This is an optimization exercise on Yosys and OpenROAD, whose aim is small area, a short achievable clock period and few clock cycles, not a production implementation.
RTL that was checked went through simulation tests only; none was proved equivalent to the original.
Power figures rest on the tool's default switching activity, not on a simulated workload.

## ipdc_top
module ipdc_top (
	input  logic             i_clk,
	input  logic             i_rst_n,
	input  logic             i_op_valid,
	input  logic [2:0]       i_op_mode,
	input  logic             i_in_valid,
	input  ipdc_pkg::pixel_t i_in_data,
	output logic             o_in_ready,
	output logic             o_out_valid,
	output ipdc_pkg::pixel_t o_out_data
);
Size: ~1700 flip-flops, roughly 57 I/O pins, about 43000 sq um of cells after synthesis.
make LEC_CHECK=0 CAP_MARGIN=20 CORE_MARGIN=2 CORE_UTILIZATION=60 CTS_BUF_LIST=sky130_fd_sc_hd__clkbuf_16 CTS_CLUSTER_DIAMETER=55 CTS_CLUSTER_SIZE=32 PLACE_DENSITY=0.7 SETUP_SLACK_MARGIN=3.2 SLEW_MARGIN=20 finish   # period 5.5 ns
run.sh (not shown) runs the stock make flow with config.mk's settings and CLKGATE_MAP_FILE= SYNTH_SCRIPT=/design/flow/synth_recipe.tcl, a recipe that flattens the netlist after the stock synthesis.
Edit:
--- a/flow/design.v
+++ b/flow/design.v
@@ -85,24 +85,26 @@
 	input  ipdc_pkg::pixel_t i_in_data,
 	output logic             o_in_ready,
 	output logic             o_wr0,
 	output logic             o_wr32,
 	output ipdc_pkg::pixel_t o_wr_data,
 	output logic             o_rd_valid,    
 	output logic             o_rd_ycc,      
 	output logic [15:0]      o_sel          
 );
 	logic        rdy;
+	logic        nrdy;       
 	logic        ld_act;
 	logic [5:0]  q;          
 	logic        img_valid;
 	logic [5:0]  pcnt;
+	logic [5:0]  ph;
 	logic [5:0]  u;          
 	logic [5:0]  sd;         
 	logic [15:0] selc;       
 	logic        pvlast;
 	logic        xv;
 	logic        yv;
 	logic [2:0]  xm;
 	logic [2:0]  ym;
 	logic        xr;         
 	logic        xd;         
@@ -144,20 +146,21 @@
 	logic        safe_b;
 	logic        xdisp;
 	logic        pix_rdy;
 	logic        safe0;
 	logic [15:0] oh_u;
 	logic [15:0] oh_ph;
 	logic [15:0] sel0;
 	logic        rdy_hold;
 	logic        rdy_enq;
 	logic        rdy_load;
+	assign rdy     = ~nrdy;
 	assign op_acc  = i_op_valid & rdy & ~ld_act;
 	assign pix_acc = i_in_valid & rdy & ld_act;
 	assign enq     = op_acc & (i_op_mode != 3'd5) & (i_op_mode != 3'd0);
 	assign p_last  = pcnt == 6'd63;
 	assign w0      = pix_acc & (pcnt == 6'd0);         
 	assign at32    = (pcnt != 6'd0) & (sd == 6'd31);
 	window_origin u_window_origin (
 		.i_op  (xm),
 		.i_row (org_r),
 		.i_col (org_c),
@@ -195,64 +198,65 @@
 	logic [1:0] sq;
 	logic [3:0] fail;
 	assign sc   = n[3:2];
 	assign sq   = n[1:0];
 	assign selc = (sq == 2'd0) ? {sel[0], sel[15:1]} : sel;
 	assign fail[0] = ~sq[1] & selc[0];
 	assign fail[1] = (sc <= 2'd2) & (selc[1] | (~sq[1] & selc[2]));
 	assign fail[2] = (sc <= 2'd1) & (selc[2] | selc[3] | (~sq[1] & selc[4]));
 	assign fail[3] = (sc == 2'd0) & (selc[3] | selc[4] | selc[5] | (~sq[1] & selc[6]));
 	assign safe0   = ~seq_act | (fail == 4'd0);
-	assign gb     = ((xf | xz) ? ~q : ~u)
-		+ (xr ? (c_sat ? 6'd63 : 6'd0) : xd ? (r_sat ? 6'd63 : 6'd7) : xf ? 6'd63 : 6'd17);
+	assign gb     = {nr, nc} - q - 6'd2;
 	assign safe_b = ~xdisp | (~xchg_q & (gb_q != 6'd0) & (gb_q <= 6'd37)
 		& (seq_act ? ((7'(gb_q) + 7'(n) >= 7'd20) & (n >= 4'd3)) : (gb_q >= 6'd5)));
 	always_comb begin
 		if (pcnt == 6'd0) begin
 			pix_rdy = safe0 & safe_b;
 		end else begin
 			pix_rdy = (sd == 6'd62) | (~seq_act & ~xdisp & (sd == 6'd30));
 		end
 	end
 	assign rdy_hold = pop | ~yv;                        
 	assign rdy_enq  = ~(pop ? yv : (yv | xv));           
 	assign rdy_load = ld_act ? (pix_acc | pix_rdy)
 		: (op_acc ? ((i_op_mode == 3'd0) ? 1'b0 : (i_op_mode == 3'd5) ? rdy_hold : rdy_enq)
 			: rdy_hold);
 	always_ff @(posedge i_clk or negedge i_rst_n) begin
 		if (!i_rst_n) begin
-			rdy       <= 1'b0;
+			nrdy      <= 1'b0;
 			ld_act    <= 1'b0;
 			q         <= '0;
 			xchg_q    <= 1'b1;
 			img_valid <= 1'b0;
 			pcnt      <= '0;
+			ph        <= '0;
 			u         <= '0;
 			pvlast    <= 1'b0;
 			xv        <= 1'b0;
 			yv        <= 1'b0;
 			r_sat     <= 1'b0;
 			c_sat     <= 1'b0;
 			seq_act   <= 1'b0;
 			s1_v      <= 1'b0;
 			ymode     <= 1'b0;
 			org_r     <= '0;
 			org_c     <= '0;
 		end else begin
-			rdy       <= rdy_load;
+			nrdy      <= ~rdy_load;
 			ld_act    <= ld_act_n;
-			q         <= pvlast ? sd + 6'd1 : q + 6'd1;
+			q         <= pvlast ? ph + 6'd1 : q + 6'd1;
 			xchg_q    <= pop;
 			img_valid <= img_valid | pvlast;
 			pcnt      <= pcnt + 6'(pix_acc);
+			ph        <= w0 ? 6'd0 : ph + 6'd1;
 			if (pvlast) begin
-				u <= sd + 6'd1 - {org_r, org_c};
+				u <= ph + 6'd1 - {org_r, org_c};
 			end else if (start) begin
 				u <= {tap0, 2'b01};
 			end else begin
 				u <= u + 6'd1;
 			end
 			pvlast    <= pix_acc & p_last;
 			xv        <= xv_n;
 			yv        <= yv_n;
 			if (start) begin
 				seq_act <= 1'b1;
- routed wire length increases by 0.67%
- synthesized area increases by 0.51%
- global-route usage barely changes
- final area barely changes
- via count increases by 0.31%
Testbench counts after the change, summed over its fixed seeds: cycles 6,640.
Only the layout flow was run in the first run of this note; the RTL was not checked for function there.

========
the reference run:
ipdc_top, a different RTL version from the one above (not shown whole).
For scale: ~2900 cells after synthesis, about 1700 flip-flops, roughly 57 I/O pins.
make LEC_CHECK=0 CAP_MARGIN=20 CORE_MARGIN=2 CORE_UTILIZATION=60 CTS_BUF_LIST=sky130_fd_sc_hd__clkbuf_16 CTS_CLUSTER_DIAMETER=55 CTS_CLUSTER_SIZE=32 PLACE_DENSITY=0.7 SETUP_SLACK_MARGIN=3.2 SLEW_MARGIN=20 finish   # period 5.5 ns
No stage failed in the reference run, and the final checks on the layout all came back clean.
Setup changes, the reference run to the trial run
diff --git a/flow/design.v b/flow/design.v
--- a/flow/design.v
+++ b/flow/design.v
@@ -88,25 +88,24 @@
 	output logic             o_wr32,
 	output ipdc_pkg::pixel_t o_wr_data,
 	output logic             o_rd_valid,    
 	output logic             o_rd_ycc,      
 	output logic [15:0]      o_sel          
 );
 	logic        rdy;
 	logic        nrdy;       
 	logic        ld_act;
 	logic [5:0]  q;          
 	logic        img_valid;
 	logic [5:0]  pcnt;
-	logic [5:0]  ph;
 	logic [5:0]  u;          
 	logic [5:0]  sd;         
 	logic [15:0] selc;       
 	logic        pvlast;
 	logic        xv;
 	logic        yv;
 	logic [2:0]  xm;
 	logic [2:0]  ym;
 	logic        xr;         
 	logic        xd;         
 	logic        xf;         
 	logic        xz;         
@@ -132,25 +131,26 @@
 	logic        h_disp;
 	logic        h_mode;
 	logic        aligned;
 	logic [3:0]  tap0;
 	logic        start;
 	logic        pop;
 	logic        w0;
 	logic        at32;
 	logic        xv_n;
 	logic        yv_n;
 	logic        ld_act_n;
 	logic [5:0]  gb;
-	logic [5:0]  tb;
+	logic [5:0]  gb_q;       
+	logic        xchg_q;     
 	logic        safe_b;
 	logic        xdisp;
 	logic        pix_rdy;
 	logic        safe0;
 	logic [15:0] oh_u;
 	logic [15:0] oh_ph;
 	logic [15:0] sel0;
 	logic        rdy_hold;
 	logic        rdy_enq;
 	logic        rdy_load;
 	assign rdy     = ~nrdy;
 	assign op_acc  = i_op_valid & rdy & ~ld_act;
@@ -195,67 +195,68 @@
 	assign ld_act_n = ld_act ? ~(pix_acc & p_last) : (op_acc & (i_op_mode == 3'd0));
 	logic [1:0] sc;
 	logic [1:0] sq;
 	logic [3:0] fail;
 	assign sc   = n[3:2];
 	assign sq   = n[1:0];
 	assign selc = (sq == 2'd0) ? {sel[0], sel[15:1]} : sel;
 	assign fail[0] = ~sq[1] & selc[0];
 	assign fail[1] = (sc <= 2'd2) & (selc[1] | (~sq[1] & selc[2]));
 	assign fail[2] = (sc <= 2'd1) & (selc[2] | selc[3] | (~sq[1] & selc[4]));
 	assign fail[3] = (sc == 2'd0) & (selc[3] | selc[4] | selc[5] | (~sq[1] & selc[6]));
 	assign safe0   = ~seq_act | (fail == 4'd0);
-	assign gb     = {nr, nc} - q - 6'd2;
-	assign tb     = seq_act ? 6'd19 - 6'(n) : 6'd4;
-	assign safe_b = ~xdisp | ((gb >= tb) & (gb <= 6'd36));
+	assign gb     = ((xf | xz) ? ~q : ~u)
+		+ (xr ? (c_sat ? 6'd63 : 6'd0) : xd ? (r_sat ? 6'd63 : 6'd7) : xf ? 6'd63 : 6'd17);
+	assign safe_b = ~xdisp | (~xchg_q & (gb_q != 6'd0) & (gb_q <= 6'd37)
+		& (seq_act ? ((7'(gb_q) + 7'(n) >= 7'd20) & (n >= 4'd3)) : (gb_q >= 6'd5)));
 	always_comb begin
 		if (pcnt == 6'd0) begin
 			pix_rdy = safe0 & safe_b;
 		end else begin
-			pix_rdy = ~seq_act & ~xdisp & (sd[4:0] == 5'd30);
+			pix_rdy = (sd == 6'd62) | (~seq_act & ~xdisp & (sd == 6'd30));
 		end
 	end
 	assign rdy_hold = pop | ~yv;                        
 	assign rdy_enq  = ~(pop ? yv : (yv | xv));           
 	assign rdy_load = ld_act ? (pix_acc | pix_rdy)
 		: (op_acc ? ((i_op_mode == 3'd0) ? 1'b0 : (i_op_mode == 3'd5) ? rdy_hold : rdy_enq)
 			: rdy_hold);
 	always_ff @(posedge i_clk or negedge i_rst_n) begin
 		if (!i_rst_n) begin
 			nrdy      <= 1'b0;
 			ld_act    <= 1'b0;
 			q         <= '0;
+			xchg_q    <= 1'b1;
 			img_valid <= 1'b0;
 			pcnt      <= '0;
-			ph        <= '0;
 			u         <= '0;
 			pvlast    <= 1'b0;
 			xv        <= 1'b0;
 			yv        <= 1'b0;
 			r_sat     <= 1'b0;
 			c_sat     <= 1'b0;
 			seq_act   <= 1'b0;
 			s1_v      <= 1'b0;
 			ymode     <= 1'b0;
 			org_r     <= '0;
 			org_c     <= '0;
 		end else begin
 			nrdy      <= ~rdy_load;
 			ld_act    <= ld_act_n;
-			q         <= pvlast ? ph + 6'd1 : q + 6'd1;
+			q         <= pvlast ? sd + 6'd1 : q + 6'd1;
+			xchg_q    <= pop;
 			img_valid <= img_valid | pvlast;
 			pcnt      <= pcnt + 6'(pix_acc);
-			ph        <= w0 ? 6'd0 : ph + 6'd1;
 			if (pvlast) begin
-				u <= ph + 6'd1 - {org_r, org_c};
+				u <= sd + 6'd1 - {org_r, org_c};
 			end else if (start) begin
 				u <= {tap0, 2'b01};
 			end else begin
 				u <= u + 6'd1;
 			end
 			pvlast    <= pix_acc & p_last;
 			xv        <= xv_n;
 			yv        <= yv_n;
 			if (start) begin
 				seq_act <= 1'b1;
 				r_sat   <= nr == 3'd4;
 				c_sat   <= nc == 3'd4;
@@ -273,24 +274,25 @@
 			end else begin
 				s1_v    <= 1'b0;
 			end
 		end
 	end
 	always_ff @(posedge i_clk) begin
 		if (w0) begin
 			sd <= 6'd63;
 		end else if (!pix_acc) begin
 			sd <= sd + 6'd1;
 		end
 		xm <= xm_n;
+		gb_q <= gb;
 		if (pop | ~xv) begin
 			xr <= xm_n == 3'd1;
 			xd <= xm_n == 3'd2;
 			xf <= xm_n == 3'd3;
 			xz <= xm_n == 3'd4;
 			xc <= xm_n[2] & xm_n[1];
 		end
 		ym <= (yv & ~pop) ? ym : i_op_mode;
 		if (start) begin
 			n      <= 4'd1;
 			sel    <= img_valid ? sel0 : 16'd0;
 			s1_pix <= 1'b1;
[summary]
The trial run reports its critical path capture point as o_in_ready while the reference run reports u_op_ctrl.nrdy.
The trial run vs. the reference run: design area has increased; count of clock-buffer cells in the layout higher; total area of sequential cells level.
Compared to the reference run, the trial run has simple-gate portion of the synthesized area 0.19 points lower.
Looking at startpoint of the worst setup timing path, the u_op_ctrl.org_c[0] result is from the reference run; the u_op_ctrl.nrdy one comes from the trial run.
TritonCTS sink count across the reference run and the trial run: no real change.
The trial run vs. the reference run: net count of the finished layout closely matched the old numbers, clock network fraction of design power fell 1.6 points, width of the die held steady, sequential logic power up about 4%.
Number of buffers created by CTS, the reference run and the trial run: lower on the reference run
The trial run ends up with a synthesis-to-finish area growth that is 0.60 points higher than in the reference run.
As of the trial run, wire length reported by the detailed router had risen slightly compared to the reference run.
No functional check of the RTL was part of any run of this note.

## re-timing with driven ports
The results above use ideal ports. As a check the final layouts listed here were re-extracted and re-timed, cells and wires unchanged. Step 1: set_driving_cell puts a clkbuf_16 on i_clk and a buf_2 on each other input, an assumption about the parent block. Step 2 moves the port delays by t, midway between the first and last clock arrival at a register: inputs arrive t later, outputs are due t later. That takes back most of the time a late clock gives input paths. a / b / c = ideal / step 1 / step 2; a / b = the first two.
| run | shift t [ns] | slack for setup (ns) | latest minus earliest clock arrival (ns) | cell pins on the clock port's net |
|---|---|---|---|---|
| the first run of note 1 | 0.726 | 3.195 / 3.130 / 2.617 | 0.038 / 0.038 | 1 |
| the second run of note 1 | 0.732 | 2.892 / 2.892 / 2.542 | 0.037 / 0.037 | 1 |
| the reference run | 0.714 | 2.204 / 2.204 / 2.204 | 0.036 / 0.035 | 1 |
| the trial run | 0.718 | 3.116 / 3.053 / 2.694 | 0.032 / 0.033 | 1 |
After both steps every run listed still meets setup and hold. For the first run of note 1, which loses most, drivers alone change the setup slack by -0.065 ns; drivers and shift together by -0.578 ns.
